This is an optimization exercise on Yosys and OpenROAD, whose aim is small area and a short achievable clock period, not a production implementation. Function was checked by simulation only, so behaviour that the tests miss may differ from the original. Power and IR drop assume default switching activity.

==> flow/constraint.sdc <==
create_clock -name core_clock -period 10.0 [get_ports {Clk}]
set_input_delay 2.0000 -clock core_clock [delete_from_list [all_inputs] [get_ports {Clk}]]
set_output_delay 2.0000 -clock core_clock [all_outputs]
set_load 0.01 [all_outputs]
==> flow/standard.sh <==
#!/bin/bash
# synth_recipe.tcl (not shown) runs the flow's synth.tcl, then flattens the netlist and writes it again
# the make line also repeats each setting of config.mk as NAME=value (left out here)
make -C /OpenROAD-flow-scripts/flow DESIGN_CONFIG=/design/flow/config.mk WORK_HOME=/design/flow/orfs CLKGATE_MAP_FILE= SYNTH_SCRIPT=/design/flow/synth_recipe.tcl "${@:-finish}"
==> flow/config.mk <==
export PLATFORM = sky130hd
export DESIGN_NAME = pixel_compositor
export DESIGN_NICKNAME = pixel_compositor
export VERILOG_FILES = /design/flow/design.v
export SDC_FILE = /design/flow/constraint.sdc
export NUM_CORES = 4
export LEC_CHECK = 0
export CAP_MARGIN = 20
export CORE_MARGIN = 2
export CORE_UTILIZATION = 40
export SLEW_MARGIN = 20
==> flow/design.v <==
module pixel_compositor #(
  parameter int          N_SPRITES  = 4,
  parameter int          TILE_SHIFT = 4,
  parameter int          TILE_ROWS  = 30,
  parameter int          TILE_COLS  = 40,
  parameter logic [23:0] TILE_RGB   = 24'h555500
) (
  input  logic                            Clk,
  input  logic                            Reset,
  input  logic                            frame_start,
  input  logic                            pix_valid,
  input  logic [9:0]                      DrawX,
  input  logic [9:0]                      DrawY,
  input  logic [N_SPRITES-1:0]            spr_en,
  input  logic [10*N_SPRITES-1:0]         spr_x,
  input  logic [10*N_SPRITES-1:0]         spr_y,
  input  logic [10*N_SPRITES-1:0]         spr_w,
  input  logic [10*N_SPRITES-1:0]         spr_h,
  input  logic [24*N_SPRITES-1:0]         spr_rgb,
  input  logic                            tile_we,
  input  logic [$clog2(TILE_ROWS)-1:0]    tile_row,
  input  logic [$clog2(TILE_COLS)-1:0]    tile_col,
  input  logic                            tile_din,
  output logic                            out_valid,
  output logic [7:0]                      Red,
  output logic [7:0]                      Green,
  output logic [7:0]                      Blue,
  output logic [$clog2(N_SPRITES):0]      hit_idx
);
  localparam int RW = $clog2(TILE_ROWS);
  localparam int CW = $clog2(TILE_COLS);
  logic [N_SPRITES-1:0]    act_en_q;
  logic [10:0]             lox_q [N_SPRITES];
  logic [10:0]             hix_q [N_SPRITES];
  logic [10:0]             loy_q [N_SPRITES];
  logic [10:0]             hiy_q [N_SPRITES];
  logic [24*N_SPRITES-1:0] act_rgb_q;
  logic [24*N_SPRITES-1:0] prev_rgb_q;
  always_ff @(posedge Clk) begin
    if (Reset)            act_en_q <= '0;
    else if (frame_start) act_en_q <= spr_en;
    if (frame_start) act_rgb_q <= spr_rgb;
    prev_rgb_q <= act_rgb_q;
  end
  for (genvar i = 0; i < N_SPRITES; i++) begin : g_spr
    always_ff @(posedge Clk) begin
      if (frame_start) begin
        lox_q[i] <= {1'b0, spr_x[10*i +: 10]} - {1'b0, spr_w[10*i +: 10]};
        hix_q[i] <= {1'b0, spr_x[10*i +: 10]} + {1'b0, spr_w[10*i +: 10]};
        loy_q[i] <= {1'b0, spr_y[10*i +: 10]} - {1'b0, spr_h[10*i +: 10]};
        hiy_q[i] <= {1'b0, spr_y[10*i +: 10]} + {1'b0, spr_h[10*i +: 10]};
      end
    end
  end
  logic [TILE_COLS-1:0] tile_q [TILE_ROWS];
  logic [TILE_ROWS-1:0] row_sel;
  logic [TILE_COLS-1:0] col_sel;
  logic                 wdat;
  always_comb begin
    for (int r = 0; r < TILE_ROWS; r++) row_sel[r] = Reset || (tile_we && (tile_row == RW'(r)));
    for (int c = 0; c < TILE_COLS; c++) col_sel[c] = Reset || (tile_col == CW'(c));
    wdat = tile_din && !Reset;
  end
  for (genvar r = 0; r < TILE_ROWS; r++) begin : g_row
    for (genvar c = 0; c < TILE_COLS; c++) begin : g_col
      always_ff @(posedge Clk) begin
        if (row_sel[r] && col_sel[c]) tile_q[r][c] <= wdat;
      end
    end
  end
  logic [N_SPRITES-1:0] hit;
  logic [TILE_COLS-1:0] csel;
  logic [TILE_ROWS-1:0] col_bits;
  always_comb begin
    for (int c = 0; c < TILE_COLS; c++) csel[c] = (DrawX[9:4] == 6'(c));
    for (int r = 0; r < TILE_ROWS; r++) col_bits[r] = |(tile_q[r] & csel);
    for (int i = 0; i < N_SPRITES; i++) begin
      hit[i] = act_en_q[i] &&
               (lox_q[i][10] || (DrawX >= lox_q[i][9:0])) &&
               (hix_q[i][10] || (DrawX <= hix_q[i][9:0])) &&
               (loy_q[i][10] || (DrawY >= loy_q[i][9:0])) &&
               (hiy_q[i][10] || (DrawY <= hiy_q[i][9:0]));
    end
  end
  logic                 v1_q;
  logic [N_SPRITES-1:0] hit1_q;
  logic [9:3]           px1_q;
  logic [9:4]           py1_q;
  logic [TILE_ROWS-1:0] cb1_q;
  always_ff @(posedge Clk) begin
    v1_q   <= pix_valid & ~Reset;
    hit1_q <= hit;
    px1_q  <= DrawX[9:3];
    py1_q  <= DrawY[9:4];
    cb1_q  <= col_bits;
  end
  logic [N_SPRITES-1:0] first;
  logic                 prior;
  logic [23:0]          spr_c;
  logic [TILE_ROWS-1:0] rsel;
  logic                 tile_c;
  logic [2:0]           idx_c;
  logic [23:0]          rgb_c;
  always_comb begin
    prior = 1'b0;
    for (int i = 0; i < N_SPRITES; i++) begin
      first[i] = hit1_q[i] & ~prior;
      prior    = prior | hit1_q[i];
    end
    spr_c = '0;
    for (int i = 0; i < N_SPRITES; i++) spr_c = spr_c | (prev_rgb_q[24*i +: 24] & {24{first[i]}});
    idx_c = hit1_q[0] ? 3'd0 : hit1_q[1] ? 3'd1 : hit1_q[2] ? 3'd2 : hit1_q[3] ? 3'd3 : 3'd4;
    for (int r = 0; r < TILE_ROWS; r++) rsel[r] = (py1_q == 6'(r));
    tile_c = |(cb1_q & rsel);
    rgb_c = prior ? spr_c : tile_c ? TILE_RGB : {16'h0000, 1'b0, ~px1_q[9:3]};
  end
  logic        v2_q;
  logic [2:0]  idx2_q;
  logic [23:0] rgb2_q;
  always_ff @(posedge Clk) begin
    v2_q   <= v1_q & ~Reset;
    idx2_q <= idx_c;
    rgb2_q <= rgb_c;
  end
  logic        v3_q;
  logic [2:0]  idx3_q;
  logic [23:0] rgb3_q;
  always_ff @(posedge Clk) begin
    if (Reset || !v2_q) begin
      v3_q   <= 1'b0;
      idx3_q <= 3'd4;
      rgb3_q <= 24'h000000;
    end else begin
      v3_q   <= 1'b1;
      idx3_q <= idx2_q;
      rgb3_q <= rgb2_q;
    end
  end
  assign out_valid = v3_q;
  assign Red       = rgb3_q[23:16];
  assign Green     = rgb3_q[15:8];
  assign Blue      = rgb3_q[7:0];
  assign hit_idx   = idx3_q;
endmodule
==> flow/flow/run.sh <==
#!/bin/bash
# Standard synthesis, then the standard layout with timing repair aimed at a larger setup margin
# (the design is still laid out and signed off at the design's clock period and constraints).
set -euo pipefail
bash standard.sh synth > synth.log 2>&1
bash standard.sh SETUP_SLACK_MARGIN=6.5 finish > layout.log 2>&1
==> results.toml, run 1 <==
[status]
status = "timing/DRC/antenna clean"

[pwr]
switching_share_pct = 25.1
total_power_w = 0.0166
seq_power_share_pct = 51.0
peakVddDrop_uv = 167
power_density_mw_per_mm2 = 189
p_switching_w = 0.00416
clkPwrFrac_pct = 37.6
combPwrFrac_pct = 11.3
total_leakage_power_nw = 31.4
internal_power_w = 0.0124

[clock_network]
postCtsHoldBufs = 0
cts-buffers-inserted = 169
insertion_delay_ps = 830
cts_root_buf = "clkbuf_16"
clock_sinks = 1668
clk_pin_slew_ps = 60
cts_tree = "built"
cts_buffer_depth = 3
htree_num_levels = 4

[synthesis]
synth_ff_type = "edfxtp_1"
yosysTopAreaCellShare_pct = 60.6
synth_edf_count = 1464
synth.ff_latch_count = 1668
netlist_instances = 5931
synth_cell_types = 67
yosysTopAreaCell = "edfxtp_1"
yosysWarnings = 6
synth_area_leaders = "edfxtp_1, nor2_1, a22oi_1"
syn_area_mm2 = 0.0725
ys_seq_area_share_pct = 66.3
synth_area_per_cell_um2 = 12.2
async_reset_ff_share_pct = 0
synthesis.nets = 6556

[timing]
finalSetupViolations = 0
final_hold_viol_count = 0
period_minus_slack_ps = 3560
fin_tns_setup_ps = 0
max_freq_ghz = 0.281
slew_viol_final = 0
max-slew-margin-rel_pct = 32.2
tightest_slew_ps = 1020
skew_ps = 44.3
rsz0062_at_grt = "yes"
finalWorstSetupSlack_ps = 6440
period_share_pct = 35.6

[global_route]
grt-ovfl-total = 0
antenna_found_initial = 13
grt_pass1_wl_um = 361000
grt_pass1_vias = 49900
track_usage_pct = 27.1
grt_max_degree = 243

[critical_path]
max_stage_delay_ps = 440
reg2reg_from = "py1_q[4]"
cp_max_fo = 39
crit_buf_inv = 4
path_cells = "buf_12, buf_12, buf_6, a21oi_4, buf_4, nor2_1"
worstPathRequired_ps = 10490
crit_arrival_ps = 4040
worstSetupStartpointType = "input pin"
criticalPathCategory = "in -> reg"
critical-path-slowest-cell = "buf_4"
cp_top_family = "buffers and inverters"
crit_top_cell = "buf_12"
critPathCaptureType = "flip-flop"
critPathLaunch = "Reset"

[detailed_routing]
vias = 52900
routedWlPerCell_um = 29.4
dr.pass1.iters = 8
wl_met2_um = 121000
ant_nets = 0
drtIter0Drc = 8311
drcViolationCount = 0
top_layer_used = "met5"
wirelength_um = 258000
via_per_inst = 6.01
wl_met3_um = 30300
wl_met1_um = 92800

[placed_design]
hpwl_um = 131000
placed_area_mm2 = 0.0791
port_buffers = 324
gp_congestion = 0.831
preCtsSetupSlack_ps = 4140
dp.cells = 8335

[floorplan]
ios = 325
chipWidth_um = 430
dieArea_mm2 = 0.185
fp.dieH_um = 430
initial_utilization_pct = 40.2
core-area_mm2 = 0.180
num_rows = 156

[final_layout]
final_nets = 6902
final_common_cell = "edfxtp_1"
most-common-layout-cells = "edfxtp_1, nor2_1, a22oi_1"
area_growth_pct = 21.0
instances_no_fill = 8797
final_area_mm2 = 0.0877
n_fill_cell = 15900
drive_gt1_share_pct = 13.2

[worst_hold_path]
min_from = "act_rgb_q[1]"
hp-class = "reg -> reg"

[job]
cap_violations = 0
-- cell type report --
cell class | count | area, um2 | area share, %
repair buffers | 584 | 6310 | 7.20
flip-flops and latches | 1668 | 48000 | 54.8
multi-input cells | 3516 | 23700 | 27.0
well taps | 2370 | 2970 | 3.38
clock buffers | 222 | 4650 | 5.30
diodes | 9 | 22.5 | 0.0257
clock inverters | 90 | 763 | 0.870
inverters | 338 | 1270 | 1.45
-- worst paths after layout --
path | endpoint | slack [ps] | depth (start not counted)
max | tile_q[18][32] | 6440 | 6
min | prev_rgb_q[1] | 340 | 0
max reg2reg | rgb2_q[8] | 6830 | 5
min reg2reg | prev_rgb_q[1] | 340 | 0
-- kinds of logic after synthesis --
kind of cell | Yosys count | synth area share [%]
fa+ha+maj | 328 | 5.83
xor+xnor | 106 | 1.28
flops | 1668 | 66.3
buf+inv | 758 | 3.94
compound gates | 1113 | 10.9
simple gates | 1942 | 11.6
mux | 16 | 0.245
-- Yosys cell counts, drive strengths merged, types with 25 or more instances --
library cell	count
nor2	1369
a21oi	164
edfxtp	1464
nand4	143
and2	32
xnor2	78
o211ai	25
a22oi	641
nand2	117
nor3	83
nor2b	69
ha	312
xor2	28
inv	337
o21ai	85
nor4	27
dfxtp	204
clkbuf	414
-- per-layer routing --
| metal | vias to the layer above | global-route usage (%) |
|---|---|---|
| li1 | 22300 | - |
| met1 | 26200 | 34.6 |
| met2 | 3589 | 44.2 |
| met3 | 739 | 5.58 |
| met4 | 20 | 12.7 |
| met5 | - | 0.494 |
-- per-stage QoR --
step	utilization, %	hold slack [ps]
5_1_grt	48.6	342
2_1_floorplan	-	323
3_5_place_dp	43.9	327
3_3_place_gp	43.9	324
4_1_cts	48.2	336
6_report	48.6	337
-- state kept, by name, summed over array words and instances (netlist names), 6 cells and up --
name        flops
hix_q          40
cb1_q          30
prev_rgb_q     96
tile_q       1200
rgb3_q         24
loy_q          44
rgb2_q         24
hiy_q          40
lox_q          44
act_rgb_q      96
py1_q           6
px1_q           7
-- power groups by stage --
stage / sequential (W) / combinational (W) / clock, W
after detailed placement: 0.00859 / 0.00171 / 0
after floorplan: 0.00853 / 0.000997 / 0
after global placement: 0.00858 / 0.00166 / 0
after global routing: 0.00849 / 0.00203 / 0.00653
after CTS: 0.00845 / 0.00181 / 0.00628
final: 0.00845 / 0.00188 / 0.00623
-- repair_timing --
| item | in CTS | in global routing |
|---|---|---|
| endpoints found under the setup margin | 1567 | 1305 |
| gates resized for setup | 386 | 142 |
| buffers inserted | 103 | 23 |
| hold endpoints to repair | 0 | 0 |
| cloned | 11 | 4 |
| pin swaps | 68 | 47 |
==> inputs of run 2 (changes only) <==
==> flow/flow/run.sh (replaced) <==
#!/bin/bash
# Standard synthesis, then the standard layout with: timing repair aimed at a larger setup margin,
# buf_2 as the port buffer, and clock-tree sink clusters of up to 25 flip-flops. The design is
# still laid out and signed off at the design's clock period and constraints.
set -euo pipefail
bash standard.sh synth > synth.log 2>&1
bash standard.sh SETUP_SLACK_MARGIN=6.8 \
  "BUFFER_PORTS_ARGS=-buffer_cell sky130_fd_sc_hd__buf_2" \
  CTS_CLUSTER_SIZE=25 CTS_CLUSTER_DIAMETER=100 \
  finish > layout.log 2>&1
==> run 2 against run 1 <==
Compared with the run above:
- still clean
- sequential share of layout area rose by 2.8 points
- global-route usage down 0.25 points
- wire length shrank 0.19%
- count of clock-buffer cells in the layout is 95 lower
- die area is the same
- first-iteration DRC count increased by 3.5%
- fmax increased by 9.0%
- critical endpoint is now tile_q[10][31]
- largest power group unchanged
==> results.toml, run 2 <==
[final_layout]
n_fill_cell = 16100
reg_top3 = "tile_q: 1200 flops, act_rgb_q: 96 flops, prev_rgb_q: 96 flops"
final_area_mm2 = 0.0835
final_common_cell = "edfxtp_1"
drive_gt1_share_pct = 16.8
largest_register_ffs = 1200
final_nets = 6798
regMostFlops = "tile_q"
area_growth_pct = 15.2
most-common-layout-cells = "edfxtp_1, nor2_1, a22oi_1"

[floorplan]
core-area_mm2 = 0.180
fp.dieH_um = 430
dieArea_mm2 = 0.185
chipWidth_um = 430
num_rows = 156
ios = 325
initial_utilization_pct = 40.2

[detailed_routing]
via_per_inst = 6.03
dr.pass1.iters = 6
wirelength_um = 258000
routedWlPerCell_um = 29.9
drcViolationCount = 0
drtIter0Drc = 8602
ant_nets = 0
vias = 51900

[placed_design]
hpwl_um = 133000
port_buffers = 324
placed_area_mm2 = 0.0776
preCtsSetupSlack_ps = 5020
gp_congestion = 0.829

[pwr]
switching_share_pct = 26.0
p_switching_w = 0.00367
peakVddDrop_uv = 119
total_leakage_power_nw = 29.7
total_power_w = 0.0141
seq_power_share_pct = 59.6
internal_power_w = 0.0105
combPwrFrac_pct = 13.3
power_density_mw_per_mm2 = 169
clkPwrFrac_pct = 27.1

[synthesis]
synth_area_per_cell_um2 = 12.2
synth.ff_latch_count = 1668
synth_common_cells = "edfxtp_1, nor2_1, a22oi_1"
ys_seq_area_share_pct = 66.3
yosysTopAreaCellShare_pct = 60.6
syn_area_mm2 = 0.0725
async_reset_ff_share_pct = 0
synth_cell_types = 67
yosysTopAreaCell = "edfxtp_1"
synth_ff_type = "edfxtp_1"
synth_edf_count = 1464
yosysMostFrequentCell = "edfxtp_1"
synth_area_leaders = "edfxtp_1, nor2_1, a22oi_1"
yosysWarnings = 6
netlist_instances = 5931
synthesis.nets = 6556

[global_route]
grt_max_degree = 265
track_usage_pct = 26.9
antenna_found_initial = 18
grt_pass1_wl_um = 356000
grt-ovfl-total = 0
grt_pass1_vias = 49300

[critical_path]
worstSetupStartpointType = "input pin"
crit_arrival_ps = 3720
worstPathRequired_ps = 10450
criticalPathCategory = "in -> reg"
critPathCaptureType = "flip-flop"
path_cells = "buf_6, buf_16, bufbuf_16, a31oi_4, buf_6, nor2_1"
max_stage_delay_ps = 550
r2r_end = "rgb2_q[22]"
ff2ff_path_depth = 5
reg2reg_from = "py1_q[4]"
ff2ff_setup_slack_ps = 6840
critical-path-slowest-cell = "buf_6"
crit_top_cell = "buf_6"
cp_max_fo = 30
critPathLaunch = "Reset"

[timing]
finalSetupViolations = 0
rsz0062_at_grt = "yes"
period_share_pct = 32.6
finalWorstSetupSlack_ps = 6740
hold_slack_ps = 345
max_freq_ghz = 0.306
final_hold_viol_count = 0
slew_viol_final = 0
tightest_slew_ps = 1220
max-slew-margin-rel_pct = 18.5
period_minus_slack_ps = 3260
skew_ps = 54.2

[clock_network]
cts_tree = "built"
insertion_delay_ps = 740
cts_buffer_depth = 3
htree_num_levels = 3
clock_sinks = 1668
cts-buffers-inserted = 79
clk_pin_slew_ps = 100
cts_root_buf = "clkbuf_16"

[worst_hold_path]
hold_end = "prev_rgb_q[2]"
min_path_cells = 0
min_from = "act_rgb_q[2]"
hp-class = "reg -> reg"

[job]
cap_violations = 0

[status]
status = "timing/DRC/antenna clean"
==> run 2: cell counts after synthesis <==
Identical to the previous run, type by type.
==> run 2: layer usage <==
layer / vias up / GRT usage, % / wire length, um
li1: 21900 / - / -
met1: 26000 / 34.2 / 92900
met2: 3308 / 43.9 / 121000
met3: 717 / 5.31 / 29900
met4: 22 / 13.2 / 14000
met5: - / 0 / 125
==> run 2: per-stage QoR <==
step	instances	util (%)	setup TNS [ps]
finish	8611	46.3	0
global route	8603	46.3	0
CTS	8554	45.6	0
detailed placement	8345	43.1	0
global placement	8340	43.0	0
floorplan	5931	-	-4703380
==> run 2: repair_timing <==
item	in CTS	in global routing
hold buffers	0	0
gates resized for setup	356	205
setup endpoints to repair	2272	617
cloned	10	1
buffers inserted	63	41
pin swaps	63	98
==> run 2: worst max-delay path by stage <==
stage | to | slack, ps
after floorplan | tile_q[0][0] | -3920
after global placement | hit1_q[0] | 4330
after detailed placement | tile_q[18][30] | 5020
after CTS | hit1_q[0] | 6720
after global routing | hix_q[1][10] | 6730
final | tile_q[10][31] | 6740
==> run 2: cell families (layout without fill, tap and decap cells) <==
family	Yosys count	in the layout	synth area share [%]
adders and majority gates	328	328	5.83
xor gates and xnor gates	106	106	1.28
other	0	13	0
and+or+nand+nor	1942	1944	11.6
AOI/OAI and AO/OA	1113	1113	10.9
buffers and inverters	758	1053	3.94
DFF	1668	1668	66.3
muxes	16	16	0.245
==> run 2: worst max-delay path: cells and delay by family <==
kind / cells / cell delay, ps
buffers and inverters: 4 / 1290
AO/OA/AOI/OAI: 1 / 160
AND/OR/NAND/NOR: 1 / 140
==> run 2: cell type report <==
| cell class | instances | area [um2] | share of cell area, % |
|---|---|---|---|
| diodes | 13 | 32.5 | 0.0389 |
| clock buffers | 127 | 2240 | 2.68 |
| clock inverters | 9 | 133 | 0.159 |
| inverters | 338 | 1270 | 1.53 |
| multi-input cells | 3507 | 23800 | 28.4 |
| flip-flops and latches | 1668 | 48100 | 57.6 |
| well taps | 2370 | 2970 | 3.55 |
| repair buffers | 579 | 5060 | 6.06 |
==> run 2: power by group through the flow <==
stage          combinational [W]  sequential (W)  clock, W
2_1_floorplan           0.000997         0.00853         0
3_3_place_gp             0.00161         0.00857         0
3_5_place_dp             0.00166         0.00858         0
4_1_cts                  0.00177         0.00843   0.00387
5_1_grt                  0.00203         0.00848   0.00407
6_report                 0.00188         0.00843   0.00384
==> inputs of run 3 (changes only) <==
--- a/flow/design.v
+++ b/flow/design.v
@@ -52,14 +52,24 @@
       end
     end
   end
+  logic          trst_q, twe_q, tdin_q;
+  logic [RW-1:0] trow_q;
+  logic [CW-1:0] tcol_q;
+  always_ff @(posedge Clk) begin
+    trst_q <= Reset;
+    twe_q  <= tile_we;
+    tdin_q <= tile_din;
+    trow_q <= tile_row;
+    tcol_q <= tile_col;
+  end
   logic [TILE_COLS-1:0] tile_q [TILE_ROWS];
   logic [TILE_ROWS-1:0] row_sel;
   logic [TILE_COLS-1:0] col_sel;
   logic                 wdat;
   always_comb begin
-    for (int r = 0; r < TILE_ROWS; r++) row_sel[r] = Reset || (tile_we && (tile_row == RW'(r)));
-    for (int c = 0; c < TILE_COLS; c++) col_sel[c] = Reset || (tile_col == CW'(c));
-    wdat = tile_din && !Reset;
+    for (int r = 0; r < TILE_ROWS; r++) row_sel[r] = trst_q || (twe_q && (trow_q == RW'(r)));
+    for (int c = 0; c < TILE_COLS; c++) col_sel[c] = trst_q || (tcol_q == CW'(c));
+    wdat = tdin_q && !trst_q;
   end
   for (genvar r = 0; r < TILE_ROWS; r++) begin : g_row
     for (genvar c = 0; c < TILE_COLS; c++) begin : g_col
@@ -87,12 +97,18 @@
   logic [9:3]           px1_q;
   logic [9:4]           py1_q;
   logic [TILE_ROWS-1:0] cb1_q;
+  logic                 pw1_q, pdin1_q, pclr1_q;
+  logic [RW-1:0]        prow1_q;
   always_ff @(posedge Clk) begin
     v1_q   <= pix_valid & ~Reset;
     hit1_q <= hit;
     px1_q  <= DrawX[9:3];
     py1_q  <= DrawY[9:4];
     cb1_q  <= col_bits;
+    pw1_q   <= twe_q && (tcol_q == DrawX[9:4]) && (int'(tcol_q) < TILE_COLS);
+    pdin1_q <= tdin_q;
+    prow1_q <= trow_q;
+    pclr1_q <= trst_q;
   end
   logic [N_SPRITES-1:0] first;
   logic                 prior;
@@ -112,6 +128,8 @@
     idx_c = hit1_q[0] ? 3'd0 : hit1_q[1] ? 3'd1 : hit1_q[2] ? 3'd2 : hit1_q[3] ? 3'd3 : 3'd4;
     for (int r = 0; r < TILE_ROWS; r++) rsel[r] = (py1_q == 6'(r));
     tile_c = |(cb1_q & rsel);
+    if (pw1_q && ({1'b0, prow1_q} == py1_q) && (int'(prow1_q) < TILE_ROWS)) tile_c = pdin1_q;
+    if (pclr1_q) tile_c = 1'b0;
     rgb_c = prior ? spr_c : tile_c ? TILE_RGB : {16'h0000, 1'b0, ~px1_q[9:3]};
   end
   logic        v2_q;
==> run 3 against run 2 <==
Compared with the run above:
- still clean
- first-iteration DRC count grew 2.5%
- fmax shrank 0.88%
- area after synthesis grew 1.5%
- global-route usage shrank 0.72 points
- via count grew 0.57%
- count of clock-buffer cells in the layout grew 7
- die area grew 1.5%
- critical path type unchanged
==> results.toml, run 3 <==
[status]
status = "timing/DRC/antenna clean"

[detailed_routing]
wirelength_um = 253000
dr.pass1.iters = 7
drtIter0Drc = 8814
routedWlPerCell_um = 29.1
via_per_inst = 6.00
vias = 52200
drcViolationCount = 0
ant_nets = 0

[floorplan]
fp.dieH_um = 433
num_rows = 157
chipWidth_um = 433
ios = 325
initial_utilization_pct = 40.2
dieArea_mm2 = 0.187
core-area_mm2 = 0.183

[global_route]
track_usage_pct = 26.2
grt_pass1_wl_um = 351000
grt_max_degree = 264
antenna_found_initial = 24
grt_pass1_vias = 48900
grt-ovfl-total = 0

[critical_path]
crit_arrival_ps = 3940
worstSetupStartpointType = "input pin"
worstPathRequired_ps = 10650
cp_max_fo = 22
criticalPathCategory = "in -> reg"
critPathCaptureType = "flip-flop"

[synthesis]
netlist_instances = 6006
async_reset_ff_share_pct = 0
synth_edf_count = 1464
synth.ff_latch_count = 1690
synth_common_cells = "edfxtp_1, nor2_1, a22oi_1"
synth_area_per_cell_um2 = 12.3
synth_ff_type = "edfxtp_1"
synth_area_leaders = "edfxtp_1, nor2_1, a22oi_1"
ys_seq_area_share_pct = 65.9
synthesis.nets = 6631
yosysTopAreaCellShare_pct = 59.7
synth_cell_types = 81
yosysWarnings = 6
yosysTopAreaCell = "edfxtp_1"
syn_area_mm2 = 0.0736
yosysMostFrequentCell = "edfxtp_1"

[pwr]
power_density_mw_per_mm2 = 173
total_leakage_power_nw = 29.4
peakVddDrop_uv = 127

[timing]
period_minus_slack_ps = 3290
max-slew-margin-rel_pct = 20.0
slew_viol_final = 0
rsz0062_at_grt = "yes"
tightest_slew_ps = 1200
skew_ps = 83.7
max_freq_ghz = 0.304
final_hold_viol_count = 0
fin_tns_setup_ps = 0
period_share_pct = 32.9
finalSetupViolations = 0

[final_layout]
final_nets = 6801
regMostFlops = "tile_q"
final_common_cell = "edfxtp_1"
area_growth_pct = 12.1
drive_gt1_share_pct = 14.1
final_area_mm2 = 0.0825
reg_top3 = "tile_q: 1200 flops, act_rgb_q: 96 flops, prev_rgb_q: 96 flops"
largest_register_ffs = 1200
most-common-layout-cells = "edfxtp_1, nor2_1, a22oi_1"

[clock_network]
clock_sinks = 1690
cts-buffers-inserted = 79
cts_buffer_depth = 3
cts_tree = "built"
postCtsHoldBufs = 0
htree_num_levels = 3
cts_root_buf = "clkbuf_16"
insertion_delay_ps = 780
clk_pin_slew_ps = 100

[placed_design]
port_buffers = 324
hpwl_um = 144000
placed_area_mm2 = 0.0784
gp_congestion = 0.871

[job]
cap_violations = 0

[worst_hold_path]
hp-class = "reg -> reg"
## run 3: timing repair
item / 4_1_cts / 5_1_grt
buffers inserted: 45 / 15
cloned: 1 / 0
endpoints found under the setup margin: 422 / 405
resized for setup: 162 / 146
pin swaps: 34 / 65
## run 3: worst paths after layout
check	startpoint	endpoint	slack (ps)	depth (start not counted)
hold reg to reg	act_rgb_q[53]	prev_rgb_q[53]	340	0
setup / recovery	DrawX[9]	cb1_q[27]	6710	11
setup reg to reg	py1_q[5]	rgb2_q[20]	6810	6
hold / removal	act_rgb_q[53]	prev_rgb_q[53]	340	0
## run 3: per-stage QoR
stage	power (W)	worst slack [ps]	cells	hold slack, ps	utilization, %
final	0.0142	6710	8711	343	45.1
after global routing	0.0147	6610	8708	348	45.1
after CTS	0.0142	6740	8689	341	44.7
after detailed placement	0.0104	4880	8498	327	42.9
after global placement	0.0103	5010	8497	324	42.9
after floorplan	0.00965	-2120	6006	323	-
## run 3: logic make-up (layout without fill, tap and decap cells)
logic type / count (synthesis) / in the layout / synth area share, %
other: 0 / 7 / 0
XOR/XNOR: 112 / 112 / 1.33
flip-flops: 1690 / 1690 / 65.9
adder cells (fa/ha/maj): 328 / 328 / 5.74
AND/OR/NAND/NOR: 1951 / 1952 / 11.7
multiplexers: 12 / 12 / 0.182
buffers and inverters: 781 / 1014 / 4.24
AO/OA/AOI/OAI: 1132 / 1132 / 10.9
## run 3: layout make-up
| cell class | count | area, um2 |
|---|---|---|
| Sequential cell | 1690 | 48500 |
| Antenna cell | 7 | 17.5 |
| Clock buffer | 134 | 2260 |
| Inverter | 350 | 1320 |
| Tap cell | 2464 | 3080 |
| Multi-Input combinational cell | 3536 | 23400 |
| Timing Repair Buffer | 519 | 3740 |
| Clock inverter | 11 | 173 |
| Fill cell | 16700 | 100000 |
## run 3: where the power goes
group | internal (W) | switching, W
registers | 0.00833 | 0.000233
logic | 0.000581 | 0.00118
clock network | 0.00161 | 0.00231
total | 0.0105 | 0.00372
## run 3: worst max-delay path, cell delays in order
cell and delay (ps):
buf_8 200, nand4b_1 150, buf_4 180, buf_4 140
nor2_4 30, buf_4 170, buf_6 220, a22oi_1 200
nand4_1 130, nor4_1 330, nand4_1 140
## run 3: per-layer routing
layer | up-vias | global-route usage [%] | routed length, um | part of all wire [%]
li1 | 22000 | - | - | -
met3 | 647 | 6.04 | 32300 | 13
met1 | 26000 | 35.6 | 96600 | 38
met4 | 10 | 10.3 | 11500 | 4.6
met2 | 3493 | 40.4 | 113000 | 45
met5 | - | 0 | 68 | 0.027
==> inputs of run 4 (changes only) <==
--- a/flow/design.v
+++ b/flow/design.v
@@ -29,28 +29,26 @@
 );
   localparam int RW = $clog2(TILE_ROWS);
   localparam int CW = $clog2(TILE_COLS);
+  function automatic logic nonneg3(input logic [9:0] a, input logic [9:0] b, input logic [9:0] m);
+    logic [11:0] t;
+    t = {2'b00, a} + {2'b00, b} + {2'b11, ~m} + 12'd1;
+    nonneg3 = ~t[11];
+  endfunction
   logic [N_SPRITES-1:0]    act_en_q;
-  logic [10:0]             lox_q [N_SPRITES];
-  logic [10:0]             hix_q [N_SPRITES];
-  logic [10:0]             loy_q [N_SPRITES];
-  logic [10:0]             hiy_q [N_SPRITES];
+  logic [10*N_SPRITES-1:0] act_x_q, act_y_q, act_w_q, act_h_q;
   logic [24*N_SPRITES-1:0] act_rgb_q;
   logic [24*N_SPRITES-1:0] prev_rgb_q;
   always_ff @(posedge Clk) begin
     if (Reset)            act_en_q <= '0;
     else if (frame_start) act_en_q <= spr_en;
-    if (frame_start) act_rgb_q <= spr_rgb;
+    if (frame_start) begin
+      act_x_q   <= spr_x;
+      act_y_q   <= spr_y;
+      act_w_q   <= spr_w;
+      act_h_q   <= spr_h;
+      act_rgb_q <= spr_rgb;
+    end
     prev_rgb_q <= act_rgb_q;
-  end
-  for (genvar i = 0; i < N_SPRITES; i++) begin : g_spr
-    always_ff @(posedge Clk) begin
-      if (frame_start) begin
-        lox_q[i] <= {1'b0, spr_x[10*i +: 10]} - {1'b0, spr_w[10*i +: 10]};
-        hix_q[i] <= {1'b0, spr_x[10*i +: 10]} + {1'b0, spr_w[10*i +: 10]};
-        loy_q[i] <= {1'b0, spr_y[10*i +: 10]} - {1'b0, spr_h[10*i +: 10]};
-        hiy_q[i] <= {1'b0, spr_y[10*i +: 10]} + {1'b0, spr_h[10*i +: 10]};
-      end
-    end
   end
   logic          trst_q, twe_q, tdin_q;
   logic [RW-1:0] trow_q;
@@ -78,22 +76,22 @@
       end
     end
   end
-  logic [N_SPRITES-1:0] hit;
+  logic [3:0]           cond [N_SPRITES];
   logic [TILE_COLS-1:0] csel;
   logic [TILE_ROWS-1:0] col_bits;
   always_comb begin
     for (int c = 0; c < TILE_COLS; c++) csel[c] = (DrawX[9:4] == 6'(c));
     for (int r = 0; r < TILE_ROWS; r++) col_bits[r] = |(tile_q[r] & csel);
     for (int i = 0; i < N_SPRITES; i++) begin
-      hit[i] = act_en_q[i] &&
-               (lox_q[i][10] || (DrawX >= lox_q[i][9:0])) &&
-               (hix_q[i][10] || (DrawX <= hix_q[i][9:0])) &&
-               (loy_q[i][10] || (DrawY >= loy_q[i][9:0])) &&
-               (hiy_q[i][10] || (DrawY <= hiy_q[i][9:0]));
+      cond[i][0] = nonneg3(DrawX, act_w_q[10*i +: 10], act_x_q[10*i +: 10]);
+      cond[i][1] = nonneg3(act_x_q[10*i +: 10], act_w_q[10*i +: 10], DrawX);
+      cond[i][2] = nonneg3(DrawY, act_h_q[10*i +: 10], act_y_q[10*i +: 10]);
+      cond[i][3] = nonneg3(act_y_q[10*i +: 10], act_h_q[10*i +: 10], DrawY);
     end
   end
   logic                 v1_q;
-  logic [N_SPRITES-1:0] hit1_q;
+  logic [N_SPRITES-1:0] en1_q;
+  logic [3:0]           cond1_q [N_SPRITES];
   logic [9:3]           px1_q;
   logic [9:4]           py1_q;
   logic [TILE_ROWS-1:0] cb1_q;
@@ -101,7 +99,8 @@
   logic [RW-1:0]        prow1_q;
   always_ff @(posedge Clk) begin
     v1_q   <= pix_valid & ~Reset;
-    hit1_q <= hit;
+    en1_q  <= act_en_q;
+    for (int i = 0; i < N_SPRITES; i++) cond1_q[i] <= cond[i];
     px1_q  <= DrawX[9:3];
     py1_q  <= DrawY[9:4];
     cb1_q  <= col_bits;
@@ -110,6 +109,7 @@
     prow1_q <= trow_q;
     pclr1_q <= trst_q;
   end
+  logic [N_SPRITES-1:0] hit_c;
   logic [N_SPRITES-1:0] first;
   logic                 prior;
   logic [23:0]          spr_c;
@@ -118,14 +118,15 @@
   logic [2:0]           idx_c;
   logic [23:0]          rgb_c;
   always_comb begin
+    for (int i = 0; i < N_SPRITES; i++) hit_c[i] = en1_q[i] && (&cond1_q[i]);
     prior = 1'b0;
     for (int i = 0; i < N_SPRITES; i++) begin
-      first[i] = hit1_q[i] & ~prior;
-      prior    = prior | hit1_q[i];
+      first[i] = hit_c[i] & ~prior;
+      prior    = prior | hit_c[i];
     end
     spr_c = '0;
     for (int i = 0; i < N_SPRITES; i++) spr_c = spr_c | (prev_rgb_q[24*i +: 24] & {24{first[i]}});
-    idx_c = hit1_q[0] ? 3'd0 : hit1_q[1] ? 3'd1 : hit1_q[2] ? 3'd2 : hit1_q[3] ? 3'd3 : 3'd4;
+    idx_c = hit_c[0] ? 3'd0 : hit_c[1] ? 3'd1 : hit_c[2] ? 3'd2 : hit_c[3] ? 3'd3 : 3'd4;
     for (int r = 0; r < TILE_ROWS; r++) rsel[r] = (py1_q == 6'(r));
     tile_c = |(cb1_q & rsel);
     if (pw1_q && ({1'b0, prow1_q} == py1_q) && (int'(prow1_q) < TILE_ROWS)) tile_c = pdin1_q;
--- a/flow/flow/run.sh
+++ b/flow/flow/run.sh
@@ -4,7 +4,7 @@
 # still laid out and signed off at the design's clock period and constraints.
 set -euo pipefail
 bash standard.sh synth > synth.log 2>&1
-bash standard.sh SETUP_SLACK_MARGIN=6.8 \
+bash standard.sh SETUP_SLACK_MARGIN=6.65 \
   "BUFFER_PORTS_ARGS=-buffer_cell sky130_fd_sc_hd__buf_2" \
   CTS_CLUSTER_SIZE=25 CTS_CLUSTER_DIAMETER=100 \
   finish > layout.log 2>&1
==> run 4 against run 3 <==
Compared with the run above:
- core utilization hardly changed
- total power shrank 1.1%
- design area fell by 3.9%
- critical path depth stayed put
- die area is 4.1% lower
- clock power rose by 2%
- worst setup slack got worse by 160 ps
- via count fell by 9.3%
==> results.toml, run 4 <==
[status]
status = "timing/DRC/antenna clean"

[placed_design]
port_buffers = 324
gp_congestion = 0.870
placed_area_mm2 = 0.0755
dp.cells = 7711
hpwl_um = 132000

[pwr]
internal_power_w = 0.0105
power_density_mw_per_mm2 = 178
combPwrFrac_pct = 11.1
peakVddDrop_uv = 136
p_switching_w = 0.00363
clkPwrFrac_pct = 28.4
seq_power_share_pct = 60.5
switching_share_pct = 25.8
total_leakage_power_nw = 28.4

[timing]
period_minus_slack_ps = 3450
max_freq_ghz = 0.290
skew_ps = 58.2
final_hold_viol_count = 0
max-slew-margin-rel_pct = 18.1
period_share_pct = 34.5
rsz0062_at_grt = "yes"
slew_viol_final = 0
finalSetupViolations = 0
tightest_slew_ps = 1230

[critical_path]
crit_arrival_ps = 4080
ff2ff_path_depth = 5
critPathLaunch = "DrawX[1]"
worstPathRequired_ps = 10630
criticalPathCategory = "in -> reg"
ff2ff_setup_slack_ps = 6710
worstSetupStartpointType = "input pin"
r2r_end = "tile_q[20][19]"
reg2reg_from = "tcol_q[1]"
cp_max_fo = 6
cp-endpoint = "cond1_q[0][0]"
critPathCaptureType = "flip-flop"

[final_layout]
instances_no_fill = 7937
utilization_pct = 45.1
final_nets = 6149
area_growth_pct = 12.4
largest_register_ffs = 1200
regMostFlops = "tile_q"
most-common-layout-cells = "edfxtp_1, nor2_1, a22oi_1"
drive_gt1_share_pct = 14.4
final_area_mm2 = 0.0793
final_common_cell = "edfxtp_1"
reg_top3 = "tile_q: 1200 flops, act_rgb_q: 96 flops, prev_rgb_q: 96 flops"

[clock_network]
insertion_delay_ps = 770
cts-buffers-inserted = 81
postCtsHoldBufs = 0
htree_num_levels = 3
clk_pin_slew_ps = 100
cts_tree = "built"
clock_sinks = 1698
cts_buffer_depth = 3
cts_root_buf = "clkbuf_16"

[global_route]
antenna_found_initial = 29
grt-ovfl-total = 0
grt_pass1_vias = 44900
grt_max_degree = 297
grt_pass1_wl_um = 337000
track_usage_pct = 26.3

[synthesis]
yosysMostFrequentCell = "edfxtp_1"
yosysTopAreaCellShare_pct = 61.9
synth_cell_types = 59
async_reset_ff_share_pct = 0
synth_area_per_cell_um2 = 13.2
synth_ff_type = "edfxtp_1"
synth_common_cells = "edfxtp_1, nor2_1, a22oi_1"
yosysWarnings = 4
netlist_instances = 5328
syn_area_mm2 = 0.0706
synthesis.nets = 5957
synth.ff_latch_count = 1698
synth_area_leaders = "edfxtp_1, dfxtp_1, a22oi_1"
ys_seq_area_share_pct = 68.8
synth_edf_count = 1456
yosysTopAreaCell = "edfxtp_1"

[detailed_routing]
via_per_inst = 5.97
dr.pass1.iters = 6
routedWlPerCell_um = 30.6
wirelength_um = 243000
vias = 47400
ant_nets = 0
drcViolationCount = 0
drtIter0Drc = 7979

[floorplan]
dieArea_mm2 = 0.180
fp.dieH_um = 424
chipWidth_um = 424
num_rows = 154
core-area_mm2 = 0.176
initial_utilization_pct = 40.2
ios = 325

[worst_hold_path]
hp-class = "reg -> reg"

[job]
cap_violations = 0
[run 4: cell count changes in the layout (fill, tap and decap cells not counted), sizes merged, moves of 45 or more]
cell	before	now
a21oi	172	105
fa	16	172
ha	312	160
inv	352	255
nand4	152	107
nor2	1361	1262
xnor2	72	3
[run 4: timing repair]
| action | CTS | global route |
|---|---|---|
| cloned | 3 | 0 |
| gates resized for setup | 143 | 35 |
| pin swaps | 39 | 18 |
| setup buffers | 55 | 6 |
| setup endpoints to repair | 128 | 50 |
| hold endpoints to repair | 0 | 0 |
[run 4: kinds of logic after synthesis]
logic type	after synthesis	share of synthesized area, %
compound gates	909	9.35
simple gates	1700	10.2
buf+inv	672	3.74
flops	1698	68.8
fa+ha+maj	332	7.72
mux	8	0.113
xor+xnor	9	0.112
[run 4: power by group through the flow]
stage               Sequential, W  Clock, W  Combinational [W]
finish                    0.00852   0.00399            0.00157
floorplan                 0.00860         0           0.000877
global route              0.00857   0.00425            0.00172
CTS                       0.00852   0.00403            0.00154
detailed placement        0.00868         0            0.00147
global placement          0.00867         0            0.00142
[run 4: critical path, cell delays in order]
cell and delay [ps]:
buf_12 80, clkinvlp_4 160, buf_4 180, fa_1 480, inv_1 50, ha_1 260
a21o_1 170, a21o_1 200, a21oi_2 210, o21ai_2 90, a41o_1 200
[run 4: cell type report]
type / count / area [um2]
clock buffers: 135 / 2270
fillers: 15800 / 96400
clock inverters: 17 / 274
flip-flops and latches: 1698 / 48600
diodes: 8 / 20.0
multi-input cells: 2960 / 20500
repair buffers: 518 / 3720
well taps: 2340 / 2930
inverters: 261 / 1020
[run 4: worst min-delay path by stage]
stage	from	end	slack [ps]	cells after the start
3_3_place_gp	act_rgb_q[17]	prev_rgb_q[17]	320	0
3_5_place_dp	act_rgb_q[10]	prev_rgb_q[10]	330	0
2_1_floorplan	act_rgb_q[0]	prev_rgb_q[0]	320	0
4_1_cts	act_rgb_q[95]	prev_rgb_q[95]	330	0
6_report	act_rgb_q[95]	prev_rgb_q[95]	320	0
5_1_grt	act_rgb_q[74]	prev_rgb_q[74]	340	0
[run 4: metal layers]
metal | track usage (%) | wire length [um] | share of wire (%) | vias up
met3 | 6.12 | 30900 | 13 | 570
met5 | 0 | 172 | 0.071 | -
met1 | 35.6 | 90700 | 37 | 24000
li1 | - | - | - | 19500
met4 | 10.6 | 11600 | 4.8 | 26
met2 | 41.0 | 110000 | 45 | 3293
[run 4: stage by stage]
step	power, W	worst slack [ps]	hold WS [ps]	TNS (ps)
finish	0.0141	6550	325	0
global route	0.0145	6490	343	0
CTS	0.0141	6550	327	0
detailed placement	0.0102	5110	327	0
global placement	0.0101	5110	324	0
floorplan	0.00948	-2120	323	-2541930
==> inputs of run 5 (changes only) <==
--- a/flow/flow/run.sh
+++ b/flow/flow/run.sh
@@ -4,7 +4,7 @@
 # still laid out and signed off at the design's clock period and constraints.
 set -euo pipefail
 bash standard.sh synth > synth.log 2>&1
-bash standard.sh SETUP_SLACK_MARGIN=6.65 \
+bash standard.sh SETUP_SLACK_MARGIN=6.5 \
   "BUFFER_PORTS_ARGS=-buffer_cell sky130_fd_sc_hd__buf_2" \
   CTS_CLUSTER_SIZE=25 CTS_CLUSTER_DIAMETER=100 \
   finish > layout.log 2>&1
==> run 5 against run 4 <==
Compared with the run above:
- via count grew 0.27%
- synthesized cell count unchanged
- worst setup slack got worse by 120 ps
- count of clock-buffer cells in the layout stayed put
- combinational power hardly changed
- critical path depth is 3 lower
- wire length shrank 0.66%
- clock power about the same
- largest cell class unchanged
==> results.toml, run 5 <==
[status]
status = "timing/DRC/antenna clean"

[synthesis]
syn_area_mm2 = 0.0706
yosysTopAreaCellShare_pct = 61.9
netlist_instances = 5328
synth_area_per_cell_um2 = 13.2
synth_area_leaders = "edfxtp_1, dfxtp_1, a22oi_1"
synth_common_cells = "edfxtp_1, nor2_1, a22oi_1"
ys_seq_area_share_pct = 68.8
yosysWarnings = 4
synth_ff_type = "edfxtp_1"
synth_edf_count = 1456
yosysTopAreaCell = "edfxtp_1"
synth.ff_latch_count = 1698
async_reset_ff_share_pct = 0
yosysMostFrequentCell = "edfxtp_1"
synth_cell_types = 59
synthesis.nets = 5957

[floorplan]
initial_utilization_pct = 40.2
core-area_mm2 = 0.176
chipWidth_um = 424
ios = 325
fp.dieH_um = 424
dieArea_mm2 = 0.180
num_rows = 154

[timing]
skew_ps = 55.7
tightest_slew_ps = 1210
rsz0062_at_grt = "yes"
final_hold_viol_count = 0
max_freq_ghz = 0.280
finalWorstSetupSlack_ps = 6430
finalSetupViolations = 0
period_minus_slack_ps = 3570
fin_tns_setup_ps = 0
max-slew-margin-rel_pct = 19.0
hold_slack_ps = 323
period_share_pct = 35.7
slew_viol_final = 0

[clock_network]
clock_sinks = 1698
insertion_delay_ps = 760
cts_root_buf = "clkbuf_16"
cts_buffer_depth = 3
htree_num_levels = 3
cts_tree = "built"
clk_pin_slew_ps = 100
cts-buffers-inserted = 81
postCtsHoldBufs = 0

[global_route]
grt_max_degree = 297
grt_pass1_wl_um = 335000
track_usage_pct = 26.1
antenna_found_initial = 29
grt_pass1_vias = 44800
grt-ovfl-total = 0

[detailed_routing]
ant_nets = 0
wirelength_um = 241000
vias = 47500
drtIter0Drc = 8198
drcViolationCount = 0
routedWlPerCell_um = 30.5
dr.pass1.iters = 6
via_per_inst = 6.00

[pwr]
power_density_mw_per_mm2 = 178
total_leakage_power_nw = 28.3
peakVddDrop_uv = 135
total_power_w = 0.0141

[final_layout]
final_area_mm2 = 0.0790
reg_top3 = "tile_q: 1200 flops, act_rgb_q: 96 flops, prev_rgb_q: 96 flops"
final_nets = 6131
most-common-layout-cells = "edfxtp_1, nor2_1, a22oi_1"
largest_register_ffs = 1200
final_common_cell = "edfxtp_1"
area_growth_pct = 11.9
drive_gt1_share_pct = 13.8
regMostFlops = "tile_q"

[critical_path]
cp_max_fo = 23
worstPathRequired_ps = 10690
worstSetupStartpointType = "input pin"
criticalPathCategory = "in -> reg"
crit_arrival_ps = 4270
critPathCaptureType = "flip-flop"

[placed_design]
port_buffers = 324
gp_congestion = 0.870
preCtsSetupSlack_ps = 5110
hpwl_um = 132000
placed_area_mm2 = 0.0755

[job]
cap_violations = 0

[worst_hold_path]
hp-class = "reg -> reg"
[run 5: layer usage]
metal | wire length (um) | up-vias | global-route usage, %
met2 | 108000 | 3321 | 40.6
met4 | 12300 | 28 | 11.1
met1 | 90200 | 24100 | 35.3
li1 | - | 19400 | -
met5 | 178 | - | 0
met3 | 30500 | 603 | 5.83
[run 5: kinds of logic after synthesis]
group | share of synthesized area [%]
AND/OR/NAND/NOR | 10.2
flip-flops | 68.8
AO/OA/AOI/OAI | 9.35
buffers and inverters | 3.74
adder cells (fa/ha/maj) | 7.72
XOR/XNOR | 0.112
multiplexers | 0.113
[run 5: worst paths after layout]
path / slack [ps] / cells after the start / endpoint / from
setup / recovery: 6430 / 8 / cb1_q[27] / DrawX[6]
hold / removal: 320 / 0 / prev_rgb_q[95] / act_rgb_q[95]
setup reg to reg: 6650 / 5 / tile_q[13][3] / trst_q
hold reg to reg: 320 / 0 / prev_rgb_q[95] / act_rgb_q[95]
[run 5: cell type report]
| type | count | area [um2] |
|---|---|---|
| flip-flops and latches | 1698 | 48600 |
| clock inverters | 17 | 274 |
| repair buffers | 500 | 3410 |
| well taps | 2340 | 2930 |
| multi-input cells | 2960 | 20500 |
| diodes | 8 | 20.0 |
| fillers | 15800 | 96800 |
| inverters | 261 | 1010 |
| clock buffers | 135 | 2270 |
[run 5: report_power, final]
group | internal, W | switching [W]
clock network | 0.00165 | 0.00235
logic | 0.000511 | 0.00103
registers | 0.00829 | 0.000237
[run 5: repair_timing]
item / CTS / global route
endpoints found under the setup margin: 43 / 42
gates resized for setup: 88 / 40
pin swaps: 11 / 32
setup buffers: 25 / 19
gates cloned: 1 / 1
[run 5: per-stage QoR]
stage          util [%]  std cells
3_3_place_gp       42.9       7707
4_1_cts            44.7       7889
3_5_place_dp       42.9       7711
6_report           44.9       7919
5_1_grt            44.9       7916
2_1_floorplan         -       5328
[run 5: critical path, stage by stage]
cell     delay [ps]
buf_6           250
or4b_2          780
nor2_4          250
buf_8           370
a22oi_1         160
nand4_1         210
nor4_2           90
nand2_1          70
==> inputs of run 6 (changes only) <==
--- a/flow/flow/run.sh
+++ b/flow/flow/run.sh
@@ -4,7 +4,7 @@
 # still laid out and signed off at the design's clock period and constraints.
 set -euo pipefail
 bash standard.sh synth > synth.log 2>&1
-bash standard.sh SETUP_SLACK_MARGIN=6.5 \
+bash standard.sh SETUP_SLACK_MARGIN=6.8 \
   "BUFFER_PORTS_ARGS=-buffer_cell sky130_fd_sc_hd__buf_2" \
   CTS_CLUSTER_SIZE=25 CTS_CLUSTER_DIAMETER=100 \
   finish > layout.log 2>&1
==> run 6 against run 5 <==
Compared with the run above:
- sequential power about the same
- worst setup slack improved by 120 ps
- count of clock-buffer cells in the layout unchanged
- design area increased by 1.4%
- largest power group unchanged
==> results.toml, run 6 <==
[timing]
rsz0062_at_grt = "yes"
finalSetupViolations = 0
max_freq_ghz = 0.289
hold_slack_ps = 327
period_share_pct = 34.6
final_hold_viol_count = 0
tightest_slew_ps = 1240
slew_viol_final = 0
fin_tns_setup_ps = 0
max-slew-margin-rel_pct = 17.3
period_minus_slack_ps = 3460
skew_ps = 56.4

[detailed_routing]
drcViolationCount = 0
ant_nets = 0
via_per_inst = 6.00
dr.pass1.iters = 6
wirelength_um = 246000
vias = 47800
drtIter0Drc = 8493
routedWlPerCell_um = 30.9

[synthesis]
yosysTopAreaCell = "edfxtp_1"
synth_area_per_cell_um2 = 13.2
synth_edf_count = 1456
synth_fa_ha_area_share_pct = 7.72
synthesis.nets = 5957
synth_area_leaders = "edfxtp_1, dfxtp_1, a22oi_1"
syn_area_mm2 = 0.0706
synth_top_family_by_area = "simple AND/OR/NAND/NOR gates"
yosysMostFrequentCell = "edfxtp_1"
netlist_instances = 5328
synth-xor-area-share_pct = 0.112
synth.ff_latch_count = 1698
async_reset_ff_share_pct = 0
yosysWarnings = 4
synth_cell_types = 59
yosysTopAreaCellShare_pct = 61.9
synth_mux_area_share_pct = 0.113
synth_compound_area_share_pct = 9.35
ys_seq_area_share_pct = 68.8
synth_common_cells = "edfxtp_1, nor2_1, a22oi_1"
synthSimpleGateAreaFrac_pct = 10.2
synth_ff_type = "edfxtp_1"

[clock_network]
htree_num_levels = 3
cts_root_buf = "clkbuf_16"
cts_tree = "built"
clock_sinks = 1698
cts-buffers-inserted = 81
insertion_delay_ps = 770
clk_pin_slew_ps = 100
cts_buffer_depth = 3

[final_layout]
seq_area_mm2 = 0.0486
n_fill_cell = 15700
most-common-layout-cells = "edfxtp_1, nor2_1, a22oi_1"
regMostFlops = "tile_q"
reg_top3 = "tile_q: 1200 flops, act_rgb_q: 96 flops, prev_rgb_q: 96 flops"
instances_no_fill = 7956
multi_input_area_mm2 = 0.0207
largest_register_ffs = 1200
drive_gt1_share_pct = 15.4
final_common_cell = "edfxtp_1"
area_growth_pct = 13.5
final_nets = 6166

[global_route]
antenna_found_initial = 29
grt_max_degree = 297
grt_pass1_vias = 45200
grt-ovfl-total = 0
grt_pass1_wl_um = 340000
track_usage_pct = 26.6

[placed_design]
hpwl_um = 132000
gp_congestion = 0.870
port_buffers = 324
dp.cells = 7711

[floorplan]
dieArea_mm2 = 0.180
ios = 325
fp.dieH_um = 424
chipWidth_um = 424
core-area_mm2 = 0.176
initial_utilization_pct = 40.2
num_rows = 154

[job]
cap_violations = 0

[critical_path]
worstSetupStartpointType = "input pin"
criticalPathCategory = "in -> reg"
cp_max_fo = 6
critPathCaptureType = "flip-flop"
crit_arrival_ps = 4080
worstPathRequired_ps = 10630

[pwr]
combPwrFrac_pct = 11.3
seq_power_share_pct = 60.4
total_leakage_power_nw = 28.6
p_switching_w = 0.00365
switching_share_pct = 25.8
peakVddDrop_uv = 136
clkPwrFrac_pct = 28.4
power_density_mw_per_mm2 = 176
internal_power_w = 0.0105

[worst_hold_path]
hp-class = "reg -> reg"

[status]
status = "timing/DRC/antenna clean"
[run 6: cell counts after synthesis]
No cell type changed its count.
[run 6: kinds of logic (layout without fill, tap and decap cells)]
logic type | after synthesis | in the layout
adders and majority gates | 332 | 332
AOI/OAI and AO/OA | 909 | 909
other | 0 | 10
xor gates and xnor gates | 9 | 9
buffers and inverters | 672 | 948
and+or+nand+nor | 1700 | 1702
muxes | 8 | 8
DFF | 1698 | 1698
[run 6: area by class of cell]
cell class / count / share of cell area (%)
antenna: 10 / 0.0313
clock buffer: 135 / 2.84
clock inverter: 17 / 0.342
inverter: 261 / 1.29
multi-input combinational: 2960 / 25.8
sequential: 1698 / 60.7
tap: 2340 / 3.66
timing repair buffer: 535 / 5.35
[run 6: critical path, stage by stage]
cell	delay (ps)
buf_12	80
clkinvlp_4	160
buf_4	190
fa_1	480
inv_1	50
ha_1	260
a21o_1	170
a21o_1	200
a21oi_2	200
o21ai_2	90
a41o_1	200
[run 6: worst paths after layout]
| check | startpoint | endpoint | slack, ps | cells past startpoint |
|---|---|---|---|---|
| worst max-delay path | DrawX[1] | cond1_q[0][0] | 6540 | 11 |
| worst min-delay path | act_rgb_q[95] | prev_rgb_q[95] | 330 | 0 |
| worst max register to register | tcol_q[1] | tile_q[10][29] | 6800 | 4 |
| worst min register to register | act_rgb_q[95] | prev_rgb_q[95] | 330 | 0 |
[run 6: power groups by stage]
stage | clock network [W] | logic, W | registers (W)
after global placement | 0 | 0.00142 | 0.00867
after floorplan | 0 | 0.000877 | 0.00860
final | 0.00400 | 0.00159 | 0.00853
after CTS | 0.00403 | 0.00156 | 0.00852
after global routing | 0.00426 | 0.00175 | 0.00857
after detailed placement | 0 | 0.00147 | 0.00868
[run 6: per-layer routing]
metal | part of all wire [%] | wire (um) | global-route usage, % | vias to the layer above
met5 | 0.052 | 127 | 0 | -
met4 | 5.1 | 12700 | 11.5 | 20
met3 | 13 | 31400 | 5.97 | 587
met2 | 45 | 110000 | 41.1 | 3332
met1 | 37 | 91800 | 36.2 | 24300
li1 | - | - | - | 19500
[run 6: metrics by stage]
stage	utilization [%]	cell area [um2]	setup slack [ps]	power, W
after floorplan	-	70600	-2120	0.00948
after global placement	42.9	75400	5110	0.0101
after detailed placement	42.9	75500	5110	0.0102
after CTS	45.4	79700	6620	0.0141
after global routing	45.6	80100	6520	0.0146
final	45.6	80100	6540	0.0141
[run 6: timing repair]
item | CTS | global route
setup endpoints to repair | 345 | 172
pin swaps | 79 | 41
setup buffers | 64 | 11
cloned | 7 | 0
hold buffers | 0 | 0
gates resized for setup | 247 | 49
==> inputs of run 7 (changes only) <==
--- a/flow/design.v
+++ b/flow/design.v
@@ -29,11 +29,6 @@
 );
   localparam int RW = $clog2(TILE_ROWS);
   localparam int CW = $clog2(TILE_COLS);
-  function automatic logic nonneg3(input logic [9:0] a, input logic [9:0] b, input logic [9:0] m);
-    logic [11:0] t;
-    t = {2'b00, a} + {2'b00, b} + {2'b11, ~m} + 12'd1;
-    nonneg3 = ~t[11];
-  endfunction
   logic [N_SPRITES-1:0]    act_en_q;
   logic [10*N_SPRITES-1:0] act_x_q, act_y_q, act_w_q, act_h_q;
   logic [24*N_SPRITES-1:0] act_rgb_q;
@@ -77,16 +72,24 @@
     end
   end
   logic [3:0]           cond [N_SPRITES];
+  logic [10:0]          lox [N_SPRITES];
+  logic [10:0]          hix [N_SPRITES];
+  logic [10:0]          loy [N_SPRITES];
+  logic [10:0]          hiy [N_SPRITES];
   logic [TILE_COLS-1:0] csel;
   logic [TILE_ROWS-1:0] col_bits;
   always_comb begin
     for (int c = 0; c < TILE_COLS; c++) csel[c] = (DrawX[9:4] == 6'(c));
     for (int r = 0; r < TILE_ROWS; r++) col_bits[r] = |(tile_q[r] & csel);
     for (int i = 0; i < N_SPRITES; i++) begin
-      cond[i][0] = nonneg3(DrawX, act_w_q[10*i +: 10], act_x_q[10*i +: 10]);
-      cond[i][1] = nonneg3(act_x_q[10*i +: 10], act_w_q[10*i +: 10], DrawX);
-      cond[i][2] = nonneg3(DrawY, act_h_q[10*i +: 10], act_y_q[10*i +: 10]);
-      cond[i][3] = nonneg3(act_y_q[10*i +: 10], act_h_q[10*i +: 10], DrawY);
+      lox[i] = {1'b0, act_x_q[10*i +: 10]} - {1'b0, act_w_q[10*i +: 10]};
+      hix[i] = {1'b0, act_x_q[10*i +: 10]} + {1'b0, act_w_q[10*i +: 10]};
+      loy[i] = {1'b0, act_y_q[10*i +: 10]} - {1'b0, act_h_q[10*i +: 10]};
+      hiy[i] = {1'b0, act_y_q[10*i +: 10]} + {1'b0, act_h_q[10*i +: 10]};
+      cond[i][0] = lox[i][10] || (DrawX >= lox[i][9:0]);
+      cond[i][1] = hix[i][10] || (DrawX <= hix[i][9:0]);
+      cond[i][2] = loy[i][10] || (DrawY >= loy[i][9:0]);
+      cond[i][3] = hiy[i][10] || (DrawY <= hiy[i][9:0]);
     end
   end
   logic                 v1_q;
==> run 7 against run 6 <==
Compared with the run above:
- clock skew up 2.7 ps
- register-to-register slack worse by 20 ps
- final cell count up 5.7%
- sequential share of layout area down 2.1 points
- critical path type unchanged
- largest power group unchanged
==> results.toml, run 7 <==
[status]
status = "timing/DRC/antenna clean"

[floorplan]
dieArea_mm2 = 0.184
ios = 325
num_rows = 156
chipWidth_um = 429
initial_utilization_pct = 40.1
core-area_mm2 = 0.180
fp.dieH_um = 429

[pwr]
switching_share_pct = 26.9
combPwrFrac_pct = 14.7
total_leakage_power_nw = 29.0
clkPwrFrac_pct = 26.6
total_power_w = 0.0147
seq_power_share_pct = 58.6
internal_power_w = 0.0107
power_density_mw_per_mm2 = 177
peakVddDrop_uv = 120
p_switching_w = 0.00396

[detailed_routing]
routedWlPerCell_um = 31.2
drcViolationCount = 0
wirelength_um = 263000
vias = 52100
drtIter0Drc = 8789
via_per_inst = 6.19
dr.pass1.iters = 9
ant_nets = 0

[timing]
tightest_slew_ps = 1280
max-slew-margin-rel_pct = 14.7
finalWorstSetupSlack_ps = 6730
rsz0062_at_grt = "yes"
fin_tns_setup_ps = 0
period_share_pct = 32.7
finalSetupViolations = 0
max_freq_ghz = 0.305
final_hold_viol_count = 0
hold_slack_ps = 347
skew_ps = 59.1
slew_viol_final = 0
period_minus_slack_ps = 3270

[clock_network]
clock_sinks = 1698
cts_buffer_depth = 3
cts_root_buf = "clkbuf_16"
cts-buffers-inserted = 80
htree_num_levels = 3
clk_pin_slew_ps = 100
cts_tree = "built"
postCtsHoldBufs = 0
insertion_delay_ps = 770

[synthesis]
ys_seq_area_share_pct = 67.1
synth_cell_types = 74
synth.ff_latch_count = 1698
async_reset_ff_share_pct = 0
netlist_instances = 5677
synth_area_per_cell_um2 = 12.7
syn_area_mm2 = 0.0724
yosysTopAreaCell = "edfxtp_1"
synth_common_cells = "edfxtp_1, nor2_1, a22oi_1"
yosysTopAreaCellShare_pct = 60.4
synth_area_leaders = "edfxtp_1, nor2_1, dfxtp_1"
synthesis.nets = 6310
synth_ff_type = "edfxtp_1"
synth_edf_count = 1456
yosysMostFrequentCell = "edfxtp_1"
yosysWarnings = 8

[critical_path]
crit_buf_inv = 5
max_stage_delay_ps = 570
critPathCaptureType = "flip-flop"
path_cells = "buf_12, buf_12, or4b_4, buf_12, nor2_4, buf_12, buf_16, a22oi_2, nand4_1, nor4_2, nand4_1"
crit_arrival_ps = 3970
critical-path-slowest-cell = "or4b_4"
criticalPathCategory = "in -> reg"
cp_max_fo = 6
worstSetupStartpointType = "input pin"
crit_top_cell = "buf_12"
cp_top_family = "simple AND/OR/NAND/NOR gates"
worstPathRequired_ps = 10700

[placed_design]
preCtsSetupSlack_ps = 4760
port_buffers = 324
hpwl_um = 150000
gp_congestion = 0.923

[final_layout]
regMostFlops = "tile_q"
utilization_pct = 46.0
final_nets = 6598
most-common-layout-cells = "edfxtp_1, nor2_1, a22oi_1"
reg_top3 = "tile_q: 1200 flops, act_rgb_q: 96 flops, prev_rgb_q: 96 flops"
n_fill_cell = 16200
drive_gt1_share_pct = 17.3
final_common_cell = "edfxtp_1"
largest_register_ffs = 1200
area_growth_pct = 14.6

[global_route]
antenna_found_initial = 22
track_usage_pct = 26.9
grt-ovfl-total = 0
grt_pass1_vias = 48900
grt_pass1_wl_um = 355000
grt_max_degree = 247

[worst_hold_path]
hp-class = "reg -> reg"

[job]
cap_violations = 0
## run 7: cell types whose count changed after synthesis, sizes merged, moves of 65 or more
cell / previous run / this run
ha: 160 / 320
a21oi: 105 / 173
a22oi: 632 / 567
inv: 261 / 187
nor2: 1262 / 1329
fa: 172 / 16
nand2: 128 / 40
xnor2: 3 / 100
## run 7: worst paths after layout
kind | start | endpoint | slack (ps) | depth (start not counted)
setup / recovery | DrawX[7] | cb1_q[25] | 6730 | 11
hold / removal | act_rgb_q[68] | prev_rgb_q[68] | 350 | 0
setup reg to reg | tcol_q[2] | tile_q[6][35] | 6780 | 4
hold reg to reg | act_rgb_q[68] | prev_rgb_q[68] | 350 | 0
## run 7: metrics by stage
step	cell area (um2)	cells
floorplan	72400	5677
global route	82900	8405
finish	82900	8408
CTS	81200	8327
global placement	77200	8088
detailed placement	77200	8089
## run 7: final cells by class
type                            instances  area [um2]  area share (%)
Antenna cell                            9        22.5          0.0272
Clock inverter                         12         148           0.178
Timing Repair Buffer                  620        5110            6.16
Tap cell                             2370        2970            3.58
Multi-Input combinational cell       3378       23100            27.8
Inverter                              187         717           0.865
Clock buffer                          134        2270            2.74
Sequential cell                      1698       48600            58.6
## run 7: what timing repair did
action                                  4_1_cts  5_1_grt
gates cloned                                  3       13
gates resized for setup                     182      193
buffers inserted                             89       58
pin swaps                                    49      108
endpoints found under the hold margin         0        0
endpoints found under the setup margin     1349      943
## run 7: power groups by stage
stage	Combinational, W	Sequential, W	Clock [W]
after floorplan	0.00129	0.00861	0
after global placement	0.00191	0.00876	0
after detailed placement	0.00197	0.00875	0
after CTS	0.00202	0.00860	0.00395
after global routing	0.00235	0.00864	0.00417
final	0.00216	0.00862	0.00391
## run 7: layer usage
metal / wire length (um) / vias to the layer above / part of all wire [%] / track usage [%]
li1: - / 21400 / - / -
met1: 97000 / 25900 / 37 / 35.9
met2: 116000 / 3858 / 44 / 41.4
met3: 35000 / 842 / 13 / 6.89
met4: 14800 / 22 / 5.6 / 11.8
met5: 144 / - / 0.055 / 0
## run 7: logic make-up (layout without fill, tap and decap cells)
| family | count (synthesis) | in the layout | share of synthesized area [%] |
|---|---|---|---|
| AOI/OAI and AO/OA | 1111 | 1111 | 11.1 |
| xor gates and xnor gates | 134 | 134 | 1.62 |
| adders and majority gates | 336 | 336 | 5.98 |
| buffers and inverters | 604 | 953 | 3.33 |
| DFF | 1698 | 1698 | 67.1 |
| muxes | 7 | 7 | 0.100 |
| other | 0 | 9 | 0 |
| and+or+nand+nor | 1787 | 1790 | 10.8 |

==> re-timing with driven ports <==
In the flow no input, the clock included, has a driving cell. The finished layouts below were timed again as built, in two steps.
Step 1 assumes that a clkbuf_16 drives the clock port and a buf_2 every other input.
Step 2 also shifts input and output timing later by t, the mid clock arrival at the registers, as if the neighbouring blocks saw the same clock.
a / b / c = ideal ports / drivers / drivers and shift; a / b = the first two.
| run | t (ns) | setup slack, ns | worst hold slack (ns) | worst data-port slew with drivers (ns) |
|---|---|---|---|---|
| run 1 | 0.903 | 6.443 / 6.396 / 5.493 | 0.337 / 0.337 / 0.337 | 0.14 |
| run 2 | 0.820 | 6.735 / 6.725 / 5.963 | 0.345 / 0.345 / 0.345 | 0.13 |
| run 3 | 0.834 | 6.706 / 6.689 / 5.855 | 0.343 / 0.343 / 0.343 | 0.11 |
| run 4 | 0.826 | 6.547 / 6.565 / 5.739 | 0.325 / 0.325 / 0.325 | 0.13 |
| run 5 | 0.821 | 6.425 / 6.464 / 5.643 | 0.323 / 0.323 / 0.323 | 0.12 |
| run 6 | 0.823 | 6.545 / 6.561 / 5.738 | 0.327 / 0.327 / 0.327 | 0.16 |
| run 7 | 0.834 | 6.725 / 6.722 / 5.916 | 0.347 / 0.347 / 0.347 | 0.15 |
After both steps every run listed still meets setup and hold. For run 1, which loses most, drivers alone change the setup slack by -0.047 ns; drivers and shift together by -0.950 ns.
